Background: an optimization exercise with open tools, aiming at small area and few clock cycles per item. Do not read the settings as production practice. Power and IR drop assume default switching activity.

Design chip_noc_port, start of the top module:
module chip_noc_port
#(
   parameter int BUF_DEPTH = 4,
   parameter int CREDITS   = 4
)
(
   input  logic          io_clk_inter,
   input  logic          rst_n_inter_sync_f,
   input  logic [2:0]    offchip_in_valid_i,
   input  logic [191:0]  offchip_in_data_i,
   output logic [2:0]    offchip_in_ready_o,
   output logic [2:0]    tile_in_valid_o,
   output logic [191:0]  tile_in_data_o,
   input  logic [2:0]    tile_in_yummy_i,
   input  logic [2:0]    tile_out_valid_i,
   input  logic [191:0]  tile_out_data_i,
   output logic [2:0]    tile_out_yummy_o,
   output logic [2:0]    offchip_out_valid_o,
   output logic [191:0]  offchip_out_data_o,
   input  logic [2:0]    offchip_out_ready_i
);
   for (genvar ch = 0; ch < 3; ch++)
   begin : g_chan
      valrdy_to_credit #(
         .BUF_DEPTH (BUF_DEPTH),
         .CREDITS   (CREDITS),
         .DATA_W    (64)
      ) u_v2c (
         .io_clk_inter       (io_clk_inter),
         .rst_n_inter_sync_f (rst_n_inter_sync_f),
         .in_valid_i         (offchip_in_valid_i[ch]),
         .in_data_i          (offchip_in_data_i[64*ch +: 64]),
         .in_ready_o         (offchip_in_ready_o[ch]),
         .out_valid_o        (tile_in_valid_o[ch]),
         .out_data_o         (tile_in_data_o[64*ch +: 64]),
         .out_yummy_i        (tile_in_yummy_i[ch])
      );
      credit_to_valrdy #(
         .BUF_DEPTH (BUF_DEPTH),
         .DATA_W    (64)
      ) u_c2v (
         .io_clk_inter       (io_clk_inter),
         .rst_n_inter_sync_f (rst_n_inter_sync_f),
         .in_valid_i         (tile_out_valid_i[ch]),
         .in_data_i          (tile_out_data_i[64*ch +: 64]),
  ...
Size in the first run: about 1900 cells after synthesis, roughly 800 flip-flops, about 790 I/O pins, ~31000 µm² of cells after synthesis.
Settings: LEC_CHECK=0, CAP_MARGIN=20, CORE_MARGIN=2, CORE_UTILIZATION=40, CTS_BUF_LIST=sky130_fd_sc_hd__clkbuf_8, PLACE_DENSITY=0.6, SLEW_MARGIN=20; clock period 5.0 ns.
run.sh (not shown) runs the stock make flow with config.mk's settings and CLKGATE_MAP_FILE= SYNTH_SCRIPT=/design/flow/synth_recipe.tcl, a recipe that flattens the netlist after the stock synthesis.
Then changed:
--- a/flow/config.mk
+++ b/flow/config.mk
@@ -9,5 +9,5 @@
 export CORE_MARGIN = 2
 export CORE_UTILIZATION = 40
-export CTS_BUF_LIST = sky130_fd_sc_hd__clkbuf_8
+export CTS_BUF_LIST = sky130_fd_sc_hd__clkbuf_4
 export PLACE_DENSITY = 0.6
 export SLEW_MARGIN = 20
Outcome: Power grows slightly; wire length stays flat; core utilization rises by 0.25 points.
Then changed:
==> flow/flow/run.sh (new file) <==
#!/bin/bash
# The standard layout (the standard.sh, unchanged synthesis and steps), with
# two settings changed through ORFS's own variables:
#  - port buffers use the smallest plain buffer (buf_1) instead of the cell
#    buffer_ports picks by default (clkdlybuf4s50_1); every port still gets one;
#  - clock tree synthesis uses a smaller clock buffer list and no dummy loads.
set -euo pipefail
export BUFFER_PORTS_ARGS="-buffer_cell sky130_fd_sc_hd__buf_1"
export CTS_ARGS="-sink_clustering_enable -repair_clock_nets -dont_use_dummy_load -buf_list sky130_fd_sc_hd__clkbuf_8 -sink_clustering_size 16 -sink_clustering_max_diameter 100"
bash standard.sh finish > flow_make.log 2>&1
==> flow/standard.sh (new file) <==
#!/bin/bash
# synth_recipe.tcl (not shown) runs the flow's synth.tcl, then flattens the netlist and writes it again
# the make line also repeats each setting of config.mk as NAME=value (left out here)
make -C /OpenROAD-flow-scripts/flow DESIGN_CONFIG=/design/flow/config.mk WORK_HOME=/design/flow/orfs CLKGATE_MAP_FILE= SYNTH_SCRIPT=/design/flow/synth_recipe.tcl "${@:-finish}"
--- a/flow/config.mk
+++ b/flow/config.mk
@@ -9,5 +9,4 @@
 export CORE_MARGIN = 2
 export CORE_UTILIZATION = 40
-export CTS_BUF_LIST = sky130_fd_sc_hd__clkbuf_4
 export PLACE_DENSITY = 0.6
 export SLEW_MARGIN = 20
removed: flow/run.sh
Setup slack gets better by 520 ps.
Total power falls by 19%.
Wire length falls by 2.2%.
Global-route usage falls by 0.80 points.
Worst hold slack barely changes.
Clock power falls by 45%.
Flip-flop and latch count stays the same.
First-iteration DRC count rises by 9.1%.
Synthesized cell count stays the same.
No run of this note included a check of the RTL's function; only the layout flow was run.

port drivers added, routing unchanged:
No port has a modelled driver above. Below, the same layouts with a new extraction and two added sets of constraints.
Step 1 assumes that a clkbuf_16 drives the clock port and a buf_2 every other input.
Step 2 also shifts input and output timing later by t, the mid clock arrival at the registers, as if the neighbouring blocks saw the same clock.
Three values: ideal ports, drivers, drivers and shift; two values: the first two.
| run | t, ns | setup slack, ns | worst setup path at the end |
|---|---|---|---|
| the first run | 0.818 | 0.809 / 0.742 / 1.181 | input to output |
| the second run | 1.022 | 0.584 / 0.520 / 1.159 | input to output |
| the third run | 0.716 | 1.105 / 1.042 / 1.758 | register to output |
After both steps setup and hold are still met in every run listed.
